This is an optimization exercise on Yosys and OpenROAD, whose aim is a short achievable clock period and few clock cycles per item, not a production implementation.
Only simulation tests tie the RTL to the original design; equivalence was not proved.

==> run K <==
Design core_seq_v4, start of the top module:
module core_seq_v4
#(
  parameter int XLEN       = 32,
  parameter int IMEM_DEPTH = 64,
  parameter int CNT_W      = 32
) (
  input  logic                          clk,
  input  logic                          reset_n,
  input  logic                          store_en,
  input  logic [$clog2(IMEM_DEPTH)-1:0] store_address,
  input  logic [31:0]                   store_data,
  input  logic                          start,
  output logic                          busy,
  output logic                          halted,
  output logic                          illegal,
  output logic [3:0]                    opcode,
  output logic [XLEN-1:0]               alu_data_out,
  output logic                          wb_valid,
  output logic [4:0]                    wb_rd,
  output logic [CNT_W-1:0]              retired_cnt,
  input  logic [4:0]                    dbg_rd_addr,
  output logic [XLEN-1:0]               dbg_rd_data
);
  localparam int AW = $clog2(IMEM_DEPTH);
  logic [26:0]     imem [IMEM_DEPTH];    
  logic [XLEN-1:0] regs_q [32];
  logic [XLEN-1:0] dregs_q [32];
  logic [XLEN-1:0] dres_q;
  logic [31:1]     dwe_q;
  logic [XLEN-1:0] dl1 [8];           
  logic [XLEN-1:0] dl2 [2];           
  logic            busy_q, busy_d;
  logic            halted_q, halted_d;
  logic            ill_q, ill_d;
  logic [AW:0]     cnt_q, cnt_d;
  logic            wbv_q, wbv_d;
  logic            irok_q, irok_d;    
  logic [AW:0]     pc_q, pc_d;        
  logic [26:0]     rw_q, rw_d;
  logic            rend_q, rend_d;    
  logic            xend_q, xend_d;    
  ...
make LEC_CHECK=0 CAP_MARGIN=35 CORE_MARGIN=2 CORE_UTILIZATION=45 PLACE_DENSITY=0.6 SETUP_SLACK_MARGIN=2.5 SLEW_MARGIN=35 TNS_END_PERCENT=100 finish   # period 7.0 ns
run.sh (not shown) runs the stock make flow with config.mk's settings and CLKGATE_MAP_FILE= SYNTH_SCRIPT=/design/flow/synth_recipe.tcl, a recipe that flattens the netlist after the stock synthesis.
==> run P: changes against run K <==
--- a/flow/design.v
+++ b/flow/design.v
@@ -77,15 +77,13 @@
   parameter int XLEN = 32
 ) (
   input  logic [XLEN-1:0] a_i,
   input  logic [XLEN-1:0] b_i,
   input  logic [8:0]      sel_i,    
   input  logic            sra_i,    
-  output logic [XLEN-1:0] sum_o,
-  output logic [XLEN-1:0] dif_o,
-  output logic [XLEN-1:0] y_oth_o
+  output logic [XLEN-1:0] y_o
 );
   localparam int SW = $clog2(XLEN);
   logic [SW-1:0]   sh;
   logic [XLEN-1:0] sum, dif, sll, srl;
   logic            sum_c, dif_c;
   logic            lt_s;
@@ -98,15 +96,15 @@
   );
   assign sh   = b_i[SW-1:0];
   assign lt_u = !dif_c;
   assign lt_s = (a_i[XLEN-1] ^ b_i[XLEN-1]) ? a_i[XLEN-1] : dif[XLEN-1];
   assign sll  = a_i << sh;
   assign srl  = $unsigned($signed({sra_i & a_i[XLEN-1], a_i}) >>> sh);
-  assign sum_o = sum;
-  assign dif_o = dif;
-  assign y_oth_o = ({XLEN{sel_i[ALU_SEL_SLL]}}  & sll)
+  assign y_o = ({XLEN{sel_i[ALU_SEL_ADD]}}  & sum)
+             | ({XLEN{sel_i[ALU_SEL_SUB]}}  & dif)
+             | ({XLEN{sel_i[ALU_SEL_SLL]}}  & sll)
              | ({XLEN{sel_i[ALU_SEL_SLT]}}  & {{(XLEN-1){1'b0}}, lt_s})
              | ({XLEN{sel_i[ALU_SEL_SLTU]}} & {{(XLEN-1){1'b0}}, lt_u})
              | ({XLEN{sel_i[ALU_SEL_XOR]}}  & (a_i ^ b_i))
              | ({XLEN{sel_i[ALU_SEL_SR]}}   & srl)
              | ({XLEN{sel_i[ALU_SEL_OR]}}   & (a_i | b_i))
              | ({XLEN{sel_i[ALU_SEL_AND]}}  & (a_i & b_i));
@@ -135,17 +133,13 @@
   input  logic [4:0]                    dbg_rd_addr,
   output logic [XLEN-1:0]               dbg_rd_data
 );
   localparam int AW = $clog2(IMEM_DEPTH);
   logic [26:0]     imem [IMEM_DEPTH];    
   logic [XLEN-1:0] regs_q [32];
-  logic [XLEN-1:0] dregs_q [32];
-  logic [XLEN-1:0] dres_q;
-  logic [31:1]     dwe_q;
-  logic [XLEN-1:0] dl1 [8];           
-  logic [XLEN-1:0] dl2 [2];           
+  logic [XLEN-1:0] dregs_n_q [32];
   logic            busy_q, busy_d;
   logic            halted_q, halted_d;
   logic            ill_q, ill_d;
   logic [AW:0]     cnt_q, cnt_d;
   logic            wbv_q, wbv_d;
   logic            irok_q, irok_d;    
@@ -157,13 +151,15 @@
   logic            xecall_q;
   logic [4:0]      xrd_q;
   logic [3:0]      xop_q;
   logic [8:0]      xsel_q;
   logic            xsra_q;
   logic [XLEN-1:0] op1_q, op2_q;
+  logic            f1_q, f2_q;
   logic [XLEN-1:0] res_q;
+  logic [XLEN-1:0] resf_q;            
   logic [4:0]      rd_q;
   logic [3:0]      op_q;
   localparam int PW = 27;
   logic [6:0]      s_op;
   logic [2:0]      s_f3;
   logic [6:0]      s_f7;
@@ -212,33 +208,24 @@
     endcase
   end
   assign rs1_val = (rs1 == 5'd0) ? '0 :
                    (wbv_q && (rd_q == rs1)) ? res_q : regs_q[rs1];
   assign rs2_val = (rs2 == 5'd0) ? '0 :
                    (wbv_q && (rd_q == rs2)) ? res_q : regs_q[rs2];
-  logic [XLEN-1:0] alu_y;
-  logic [XLEN-1:0] alu_sum, alu_dif, alu_oth;
-  logic [XLEN-1:0] src2;              
-  logic [XLEN-1:0] op1_d, op2_d, res_d;
-  logic            f1, f2;
+  logic [XLEN-1:0] opa, opb, alu_y;
   logic            xstop, exec;
+  assign opa = f1_q ? resf_q : op1_q;
+  assign opb = f2_q ? resf_q : op2_q;
   alu_v4 #(.XLEN(XLEN)) u_alu (
-    .a_i  (op1_q),
-    .b_i  (op2_q),
+    .a_i  (opa),
+    .b_i  (opb),
     .sel_i(xsel_q),
     .sra_i(xsra_q),
-    .sum_o   (alu_sum),
-    .dif_o   (alu_dif),
-    .y_oth_o (alu_oth)
+    .y_o  (alu_y)
   );
-  assign alu_y = ({XLEN{xsel_q[ALU_SEL_ADD]}} & alu_sum)
-               | ({XLEN{xsel_q[ALU_SEL_SUB]}} & alu_dif)
-               | alu_oth;
   assign xstop = xend_q || !xlegal_q;
-  assign f1    = exec && (xrd_q != 5'd0) && (rs1 == xrd_q);
-  assign f2    = exec && (xrd_q != 5'd0) && (rs2 == xrd_q) && is_op;
   logic st0, st1, st2, go;
   logic [PW-1:0] w0, w1, w2;
   assign st0 = store_en && (store_address == AW'(0));
   assign st1 = store_en && (store_address == AW'(1));
   assign st2 = store_en && (store_address == AW'(2));
   assign w0  = (st0 && !busy_q) ? s_pw : imem[0];
@@ -298,22 +285,12 @@
           rw_d = w1;
           pc_d = (AW+1)'(2);
         end
       end
     end
   end
-  assign src2  = is_op ? rs2_val : {{(XLEN-12){sw[31-7]}}, sw[31-7:20-7]};
-  assign op1_d = ({XLEN{f1 && xsel_q[ALU_SEL_ADD]}} & alu_sum)
-               | ({XLEN{f1 && xsel_q[ALU_SEL_SUB]}} & alu_dif)
-               | (f1 ? alu_oth : rs1_val);
-  assign op2_d = ({XLEN{f2 && xsel_q[ALU_SEL_ADD]}} & alu_sum)
-               | ({XLEN{f2 && xsel_q[ALU_SEL_SUB]}} & alu_dif)
-               | (f2 ? alu_oth : src2);
-  assign res_d = ({XLEN{exec && xsel_q[ALU_SEL_ADD]}} & alu_sum)
-               | ({XLEN{exec && xsel_q[ALU_SEL_SUB]}} & alu_dif)
-               | (exec ? alu_oth : '0);
   always_ff @(posedge clk or negedge reset_n) begin
     if (!reset_n) begin
       busy_q   <= 1'b0;
       halted_q <= 1'b0;
       ill_q    <= 1'b0;
       cnt_q    <= '0;
@@ -339,40 +316,33 @@
     xlegal_q <= sw[26];
     xecall_q <= sw[25];
     xrd_q    <= sw[11-7:7-7];
     xop_q    <= {alt, f3};
     xsel_q   <= sel;
     xsra_q   <= alt;
-    op1_q    <= op1_d;
-    op2_q    <= op2_d;
-    res_q    <= res_d;
+    op1_q    <= rs1_val;
+    op2_q    <= is_op ? rs2_val : {{(XLEN-12){sw[31-7]}}, sw[31-7:20-7]};
+    f1_q     <= exec && (xrd_q != 5'd0) && (rs1 == xrd_q);
+    f2_q     <= exec && (xrd_q != 5'd0) && (rs2 == xrd_q) && is_op;
+    resf_q   <= alu_y;
+    res_q    <= exec ? alu_y : '0;
     rd_q     <= xrd_q;
     op_q     <= xop_q;
   end
   always_ff @(posedge clk or negedge reset_n) begin
     if (!reset_n) begin
       for (int i = 0; i < 32; i++) regs_q[i] <= '0;
     end else if (wbv_q && (rd_q != 5'd0)) begin
       regs_q[rd_q] <= res_q;
     end
   end
-  always_ff @(posedge clk) begin
-    dres_q <= alu_y;
-  end
   always_ff @(posedge clk or negedge reset_n) begin
     if (!reset_n) begin
-      dwe_q <= '0;
-    end else begin
-      for (int i = 1; i < 32; i++) dwe_q[i] <= exec && (xrd_q == 5'(i));
-    end
-  end
-  always_ff @(posedge clk or negedge reset_n) begin
-    if (!reset_n) begin
-      for (int i = 0; i < 32; i++) dregs_q[i] <= '0;
-    end else begin
-      for (int i = 1; i < 32; i++) if (dwe_q[i]) dregs_q[i] <= dres_q;
+      for (int i = 0; i < 32; i++) dregs_n_q[i] <= '1;
+    end else if (wbv_q && (rd_q != 5'd0)) begin
+      dregs_n_q[rd_q] <= ~res_q;
     end
   end
   always_ff @(posedge clk) begin
     if (store_en && !busy_q) imem[store_address] <= s_pw;
   end
   assign busy         = busy_q;
@@ -380,13 +350,8 @@
   assign illegal      = ill_q;
   assign opcode       = op_q;
   assign alu_data_out = res_q;
   assign wb_valid     = wbv_q;
   assign wb_rd        = rd_q;
   assign retired_cnt  = CNT_W'(cnt_q);
-  always_comb begin
-    for (int i = 0; i < 8; i++) dl1[i] = dregs_q[4*i + int'(dbg_rd_addr[1:0])];
-    if (dbg_rd_addr[1:0] == 2'd0) dl1[0] = '0;
-    for (int i = 0; i < 2; i++) dl2[i] = dl1[4*i + int'(dbg_rd_addr[3:2])];
-  end
-  assign dbg_rd_data  = dl2[dbg_rd_addr[4]];
+  assign dbg_rd_data  = (dbg_rd_addr == 5'd0) ? '0 : ~dregs_n_q[dbg_rd_addr];
 endmodule
- CAP_MARGIN: 35 -> 20
- SLEW_MARGIN: 35 -> 20
==> run M: changes against run K <==
--- a/flow/design.v
+++ b/flow/design.v
@@ -77,15 +77,13 @@
   parameter int XLEN = 32
 ) (
   input  logic [XLEN-1:0] a_i,
   input  logic [XLEN-1:0] b_i,
   input  logic [8:0]      sel_i,    
   input  logic            sra_i,    
-  output logic [XLEN-1:0] sum_o,
-  output logic [XLEN-1:0] dif_o,
-  output logic [XLEN-1:0] y_oth_o
+  output logic [XLEN-1:0] y_o
 );
   localparam int SW = $clog2(XLEN);
   logic [SW-1:0]   sh;
   logic [XLEN-1:0] sum, dif, sll, srl;
   logic            sum_c, dif_c;
   logic            lt_s;
@@ -98,15 +96,15 @@
   );
   assign sh   = b_i[SW-1:0];
   assign lt_u = !dif_c;
   assign lt_s = (a_i[XLEN-1] ^ b_i[XLEN-1]) ? a_i[XLEN-1] : dif[XLEN-1];
   assign sll  = a_i << sh;
   assign srl  = $unsigned($signed({sra_i & a_i[XLEN-1], a_i}) >>> sh);
-  assign sum_o = sum;
-  assign dif_o = dif;
-  assign y_oth_o = ({XLEN{sel_i[ALU_SEL_SLL]}}  & sll)
+  assign y_o = ({XLEN{sel_i[ALU_SEL_ADD]}}  & sum)
+             | ({XLEN{sel_i[ALU_SEL_SUB]}}  & dif)
+             | ({XLEN{sel_i[ALU_SEL_SLL]}}  & sll)
              | ({XLEN{sel_i[ALU_SEL_SLT]}}  & {{(XLEN-1){1'b0}}, lt_s})
              | ({XLEN{sel_i[ALU_SEL_SLTU]}} & {{(XLEN-1){1'b0}}, lt_u})
              | ({XLEN{sel_i[ALU_SEL_XOR]}}  & (a_i ^ b_i))
              | ({XLEN{sel_i[ALU_SEL_SR]}}   & srl)
              | ({XLEN{sel_i[ALU_SEL_OR]}}   & (a_i | b_i))
              | ({XLEN{sel_i[ALU_SEL_AND]}}  & (a_i & b_i));
@@ -213,29 +211,21 @@
   end
   assign rs1_val = (rs1 == 5'd0) ? '0 :
                    (wbv_q && (rd_q == rs1)) ? res_q : regs_q[rs1];
   assign rs2_val = (rs2 == 5'd0) ? '0 :
                    (wbv_q && (rd_q == rs2)) ? res_q : regs_q[rs2];
   logic [XLEN-1:0] alu_y;
-  logic [XLEN-1:0] alu_sum, alu_dif, alu_oth;
-  logic [XLEN-1:0] src2;              
-  logic [XLEN-1:0] op1_d, op2_d, res_d;
   logic            f1, f2;
   logic            xstop, exec;
   alu_v4 #(.XLEN(XLEN)) u_alu (
     .a_i  (op1_q),
     .b_i  (op2_q),
     .sel_i(xsel_q),
     .sra_i(xsra_q),
-    .sum_o   (alu_sum),
-    .dif_o   (alu_dif),
-    .y_oth_o (alu_oth)
+    .y_o  (alu_y)
   );
-  assign alu_y = ({XLEN{xsel_q[ALU_SEL_ADD]}} & alu_sum)
-               | ({XLEN{xsel_q[ALU_SEL_SUB]}} & alu_dif)
-               | alu_oth;
   assign xstop = xend_q || !xlegal_q;
   assign f1    = exec && (xrd_q != 5'd0) && (rs1 == xrd_q);
   assign f2    = exec && (xrd_q != 5'd0) && (rs2 == xrd_q) && is_op;
   logic st0, st1, st2, go;
   logic [PW-1:0] w0, w1, w2;
   assign st0 = store_en && (store_address == AW'(0));
@@ -298,22 +288,12 @@
           rw_d = w1;
           pc_d = (AW+1)'(2);
         end
       end
     end
   end
-  assign src2  = is_op ? rs2_val : {{(XLEN-12){sw[31-7]}}, sw[31-7:20-7]};
-  assign op1_d = ({XLEN{f1 && xsel_q[ALU_SEL_ADD]}} & alu_sum)
-               | ({XLEN{f1 && xsel_q[ALU_SEL_SUB]}} & alu_dif)
-               | (f1 ? alu_oth : rs1_val);
-  assign op2_d = ({XLEN{f2 && xsel_q[ALU_SEL_ADD]}} & alu_sum)
-               | ({XLEN{f2 && xsel_q[ALU_SEL_SUB]}} & alu_dif)
-               | (f2 ? alu_oth : src2);
-  assign res_d = ({XLEN{exec && xsel_q[ALU_SEL_ADD]}} & alu_sum)
-               | ({XLEN{exec && xsel_q[ALU_SEL_SUB]}} & alu_dif)
-               | (exec ? alu_oth : '0);
   always_ff @(posedge clk or negedge reset_n) begin
     if (!reset_n) begin
       busy_q   <= 1'b0;
       halted_q <= 1'b0;
       ill_q    <= 1'b0;
       cnt_q    <= '0;
@@ -339,15 +319,16 @@
     xlegal_q <= sw[26];
     xecall_q <= sw[25];
     xrd_q    <= sw[11-7:7-7];
     xop_q    <= {alt, f3};
     xsel_q   <= sel;
     xsra_q   <= alt;
-    op1_q    <= op1_d;
-    op2_q    <= op2_d;
-    res_q    <= res_d;
+    op1_q    <= f1 ? alu_y : rs1_val;
+    op2_q    <= f2 ? alu_y :
+                is_op ? rs2_val : {{(XLEN-12){sw[31-7]}}, sw[31-7:20-7]};
+    res_q    <= exec ? alu_y : '0;
     rd_q     <= xrd_q;
     op_q     <= xop_q;
   end
   always_ff @(posedge clk or negedge reset_n) begin
     if (!reset_n) begin
       for (int i = 0; i < 32; i++) regs_q[i] <= '0;
==> run F: changes against run K <==
- CORE_UTILIZATION: 45 -> 52
- PLACE_DENSITY: 0.6 -> 0.68
- SETUP_SLACK_MARGIN: 2.5 -> 3.0
==> results.json <==
{
  "status": "no timing/DRC/antenna violations",
  "final_area_um2": 208000,
  "drive_above_1_share_pct": 40.7,
  "power_frac_seq_pct": 38.1,
  "crit_path_max_incr_delay_ns": 0.53,
  "met3RoutedLength_um": 81300,
  "syn_area_per_cell_um2": 15.6,
  "multi_input_area_share_pct": 33.2,
  "use_met1_pct": 51.5,
  "buffers": 954,
  "p_sw_share_pct": 37.7
}
[end of results for run K]
==> results.json <==
{
  "status": "complete, but fails checks",
  "so.violations": "slew limit",
  "final_area_um2": 205000,
  "inverters_excl_clock": 126,
  "power_frac_seq_pct": 41.1,
  "drive_above_1_share_pct": 25.8,
  "syn_area_per_cell_um2": 11.7,
  "buffers": 1157,
  "p_sw_share_pct": 37.5,
  "crit_path_max_incr_delay_ns": 0.38,
  "met3RoutedLength_um": 102000,
  "drv_slew": 28,
  "use_met1_pct": 51.9
}
[end of results for run P]
==> results.json <==
{
  "use_met1_pct": 47.9,
  "met3RoutedLength_um": 84500,
  "multi_input_area_share_pct": 33.1,
  "crit_path_max_incr_delay_ns": 0.51,
  "power_frac_seq_pct": 38.7,
  "status": "no timing/DRC/antenna violations",
  "syn_area_per_cell_um2": 15.4,
  "route.met2.wl_um": 312000,
  "h-tree-depth": 5,
  "drive_above_1_share_pct": 41.5,
  "final_area_um2": 209000,
  "hold_viol_final": 0
}
[end of results for run M]
==> results.json <==
{
  "syn_area_per_cell_um2": 15.6,
  "status": "no timing/DRC/antenna violations",
  "power_frac_seq_pct": 36.6,
  "use_met1_pct": 57.1,
  "met3RoutedLength_um": 104000,
  "p_sw_share_pct": 37.8
}
[end of results for run F]
Testbench counts of run K, summed over its fixed seeds: cycles 23,498, instructions 22,285.
Testbench counts of run P, summed over its fixed seeds: cycles 23,498, instructions 22,285.
Testbench counts of run M, summed over its fixed seeds: cycles 23,498, instructions 22,285.
Testbench counts of run F, summed over its fixed seeds: cycles 23,498, instructions 22,285.

==> afterwards: timing with drivers on the ports <==
The results above use ideal ports. As a check the final layouts listed here were re-extracted and re-timed, cells and wires unchanged. Step 1 (the two cells are an assumption about what drives the block):
set clk [get_ports {clk}]
set_driving_cell -lib_cell sky130_fd_sc_hd__clkbuf_16 $clk
set_driving_cell -lib_cell sky130_fd_sc_hd__buf_2 [delete_from_list [all_inputs] $clk]
Step 2 adds t to the input delays and takes it off the output delays; t is the mean of the earliest and latest rising clock arrival at the registers after step 1. Input paths then give back, and output paths get back, about the clock's delay inside the block. Three values: ideal, step 1, step 2; two values: the first two.
| run | t, ns | slack for setup (ns) | latest minus earliest clock arrival (ns) | pins driven straight from the clock port |
|---|---|---|---|---|
| run K | 1.118 | 2.173 / 1.835 / 1.385 | 0.077 / 0.078 | 1 |
| run P | 1.142 | 2.199 / 2.130 / 1.357 | 0.088 / 0.088 | 1 |
| run M | 1.112 | 2.059 / 1.753 / 1.337 | 0.096 / 0.096 | 1 |
| run F | 1.083 | 2.051 / 1.776 / 1.433 | 0.102 / 0.102 | 1 |
For run P, which loses most, drivers alone change the setup slack by -0.069 ns; drivers and shift together by -0.842 ns.
